What follows belongs to an exercise in optimizing a design on an open flow for small area, a short achievable clock period and few clock cycles per item; a production flow would make more cautious choices.
At most, simulation tests tie the RTL to the original design; equivalence was not proved.
Power figures rest on the tool's default switching activity, not on a simulated workload.

==> module alu_core, before the edit <==
module alu_core (
	input  logic [2:0]  alusel_i,
	input  logic [7:0]  aluop_i,
	input  logic [31:0] reg1_i,
	input  logic [31:0] reg2_i,
	input  logic [31:0] hi_i,
	input  logic [31:0] lo_i,
	output logic [31:0] result_o,
	output logic        ovf_o,       
	output logic        b_zero_o     
);
	logic [7:0]  op;
	logic [31:0] a;
	logic [31:0] b;
	assign op = aluop_i;
	assign a  = reg1_i;
	assign b  = reg2_i;
	logic        sub;
	logic        slt_sel;
	logic        slt_uns;
	logic [31:0] g0, p0, r;
	logic [32:0] c;              
	logic        lt;
	assign sub     = op[6] ? (op[3] | (op[1] & op[0])) : op[1];
	assign slt_sel = op[6] ? (op[3] | (op[1] & op[0])) : op[3];
	assign slt_uns = op[6] ? op[3] : op[0];
	logic [33:0] sum_w;
	assign p0 = (a ^ b) ^ {32{sub}};
	assign g0 = '0;
	assign sum_w = {1'b0, a, 1'b1} + {1'b0, b ^ {32{sub}}, sub};
	assign c[31:0] = sum_w[32:1] ^ p0;
	assign c[32] = sum_w[33];
	assign r = p0 ^ c[31:0];
	assign ovf_o = c[31] ^ c[32];
	assign lt    = slt_uns ? ~c[32] : (r[31] ^ ovf_o);
	logic [3:0]  tt;
	logic [31:0] lres;
	always_comb begin
		case (alusel_i[1:0])
			2'b01: begin
				if (op[6]) begin
					case (op[2:0])
						3'b001:  tt = 4'b1000;   
						3'b010:  tt = 4'b1110;   
						3'b011:  tt = 4'b0110;   
						default: tt = 4'b1100;   
					endcase
				end else begin
					case (op[1:0])
						2'b00:   tt = 4'b1000;   
						2'b01:   tt = 4'b1110;   
						2'b10:   tt = 4'b0110;   
						default: tt = 4'b0001;   
					endcase
				end
			end
			2'b11:   tt = 4'b1100;               
			default: tt = 4'b1010;               
		endcase
		for (int i = 0; i < 32; i++)
			lres[i] = tt[{a[i], b[i]}];
	end
	logic        left;
	logic        fill;
	logic [4:0]  s;
	logic [4:0]  rot;
	logic [31:0] y;
	logic [31:0] ml;             
	logic [31:0] keep;
	logic [31:0] sres;
	assign left = ~op[1];
	assign s    = a[4:0];
	assign rot  = left ? (5'd0 - s) : s;
	assign fill = ~left & op[0] & b[31];
	always_comb begin
		logic [31:0] t;
		t = b;
		for (int k = 0; k < 5; k++)
			if (rot[k])
				t = (t >> (1 << k)) | (t << (32 - (1 << k)));
		y = t;
	end
	always_comb begin
		logic [31:0] m;
		m = 32'd0;
		m[0] = ~s[0];
		m[1] = 1'b1;
		for (int k = 1; k < 5; k++) begin
			logic [31:0] nm;
			nm = 32'd0;
			for (int i = 0; i < (1 << k); i++) begin
				nm[i]            = ~s[k] & m[i];
				nm[i + (1 << k)] = ~s[k] | m[i];
			end
			m = nm;
		end
		ml = m;
	end
	always_comb begin
		for (int i = 0; i < 32; i++) begin
			keep[i] = left ? ml[i] : ml[31 - i];
			sres[i] = keep[i] ? y[i] : fill;
		end
	end
	logic [31:0] cv;
	logic [7:0]  nz;         
	logic [1:0]  np [8];     
	logic [5:0]  cnt;
	assign cv = op[0] ? ~a : a;
	always_comb begin
		for (int k = 0; k < 8; k++) begin
			logic [3:0] n;
			n = cv[31 - 4*k -: 4];
			nz[k] = (n == 4'd0);
			np[k] = n[3] ? 2'd0 : n[2] ? 2'd1 : n[1] ? 2'd2 : 2'd3;
		end
		cnt = 6'd32;
		for (int k = 7; k >= 0; k--)
			if (!nz[k])
				cnt = {1'b0, 3'(k), np[k]};
	end
	logic sel_lu, sel_sh, sel_add, sel_lt, sel_cnt, sel_hl;
	always_comb begin
		sel_lu  = 1'b0;
		sel_sh  = 1'b0;
		sel_add = 1'b0;
		sel_lt  = 1'b0;
		sel_cnt = 1'b0;
		sel_hl  = 1'b0;
		case (alusel_i[1:0])
			2'b01: sel_lu = 1'b1;
			2'b10: sel_sh = 1'b1;
			2'b11: begin
				if (op[4] & ~op[0])
					sel_hl = 1'b1;
				else
					sel_lu = 1'b1;
			end
			default: begin
				if (op[7]) begin
					if (op[4])
						sel_cnt = 1'b1;
					else
						sel_lu = 1'b1;
				end else if (op[4] & ~op[6])
					sel_lu = 1'b1;
				else if (slt_sel)
					sel_lt = 1'b1;
				else
					sel_add = 1'b1;
			end
		endcase
	end
	assign result_o = ({32{sel_lu}}  & lres) |
	                  ({32{sel_sh}}  & sres) |
	                  ({32{sel_add}} & r) |
	                  ({32{sel_hl}}  & (op[1] ? lo_i : hi_i)) |
	                  {26'd0, {6{sel_cnt}} & cnt} |
	                  {31'd0, sel_lt & lt};
	assign b_zero_o = (b == 32'd0);
endmodule
clock: 26.0 ns
lec_check: 0
abc_area: 1
cap_margin: 20
core_margin: 2
core_utilization: 40
slew_margin: 20
run.sh (not shown) runs the stock make flow with config.mk's settings and CLKGATE_MAP_FILE= SYNTH_SCRIPT=/design/flow/synth_recipe.tcl, a recipe that flattens the netlist after the stock synthesis.
Testbench counts at the start, summed over its fixed seeds: cycles 11,588, ops 4,800.
==> next run, changes <==
--- a/flow/design.v
+++ b/flow/design.v
@@ -157,13 +157,13 @@
 	logic [4:0]  s;
 	logic [4:0]  rot;
 	logic [31:0] y;
 	logic [31:0] ml;             
 	logic [31:0] keep;
 	logic [31:0] sres;
-	assign left = ~op[1];
+	assign left = ~op[1] & alusel_i[1] & ~alusel_i[0];
 	assign s    = a[4:0];
 	assign rot  = left ? (5'd0 - s) : s;
 	assign fill = ~left & op[0] & b[31];
 	always_comb begin
 		logic [31:0] t;
 		t = b;
@@ -195,13 +195,15 @@
 		end
 	end
 	logic [31:0] cv;
 	logic [7:0]  nz;         
 	logic [1:0]  np [8];     
 	logic [5:0]  cnt;
-	assign cv = op[0] ? ~a : a;
+	logic clo;
+	assign clo = op[0] & op[7] & alusel_i[2];
+	assign cv  = clo ? ~a : a;
 	always_comb begin
 		for (int k = 0; k < 8; k++) begin
 			logic [3:0] n;
 			n = cv[31 - 4*k -: 4];
 			nz[k] = (n == 4'd0);
 			np[k] = n[3] ? 2'd0 : n[2] ? 2'd1 : n[1] ? 2'd2 : 2'd3;
@@ -209,12 +211,13 @@
 		cnt = 6'd32;
 		for (int k = 7; k >= 0; k--)
 			if (!nz[k])
 				cnt = {1'b0, 3'(k), np[k]};
 	end
 	logic sel_lu, sel_sh, sel_add, sel_lt, sel_cnt, sel_hl;
+	logic sel_hi, sel_lo;
 	always_comb begin
 		sel_lu  = 1'b0;
 		sel_sh  = 1'b0;
 		sel_add = 1'b0;
 		sel_lt  = 1'b0;
 		sel_cnt = 1'b0;
@@ -240,16 +243,19 @@
 					sel_lt = 1'b1;
 				else
 					sel_add = 1'b1;
 			end
 		endcase
 	end
+	assign sel_hi = sel_hl & ~op[1];
+	assign sel_lo = sel_hl & op[1];
 	assign result_o = ({32{sel_lu}}  & lres) |
 	                  ({32{sel_sh}}  & sres) |
 	                  ({32{sel_add}} & r) |
-	                  ({32{sel_hl}}  & (op[1] ? lo_i : hi_i)) |
+	                  ({32{sel_hi}}  & hi_i) |
+	                  ({32{sel_lo}}  & lo_i) |
 	                  {26'd0, {6{sel_cnt}} & cnt} |
 	                  {31'd0, sel_lt & lt};
 	assign b_zero_o = (b == 32'd0);
 endmodule
 `timescale 1ns/1ps
 module mul_iter (
Effect: Sequential power stays flat; synthesized cell count decreases by 0.37%; final cell count barely changes; clock skew is about the same; routed wire length increases by 2.1%; clock-buffer cell count falls by 1; hold slack loses 0.013 ns; clock power rose by about 6%; total power goes up by 0.54%; global-route usage grows by 0.81 points; setup slack loses 0.15 ns; via count climbs by 1.1%; die area goes down by 0.68%.
The RTL of the second run of this note was laid out without a check of its function.

-- separate check: timing with driven ports --
Ports are ideal in the flow. The routed layouts listed here were re-timed in OpenROAD. Step 1: set_driving_cell puts a clkbuf_16 on clk and a buf_2 on each other input, an assumption about the parent block. Step 2 times the ports against the registers' clock, not the clock port: input delays grow and output delays shrink by t, the midpoint of the rising clock arrivals with the driver on. a / b / c = ideal / step 1 / step 2; a / b = the first two.
| run | t, ns | setup slack, ns | worst setup path at the end | cell pins on the clock port's net |
|---|---|---|---|---|
| the first run | 0.530 | 16.614 / 16.651 / 16.121 | input to register | 1 |
| the second run | 0.529 | 16.461 / 16.504 / 15.975 | input to register | 1 |
After both steps setup and hold are still met in every run listed. For the first run, which loses most, drivers alone change the setup slack by +0.037 ns; drivers and shift together by -0.493 ns.
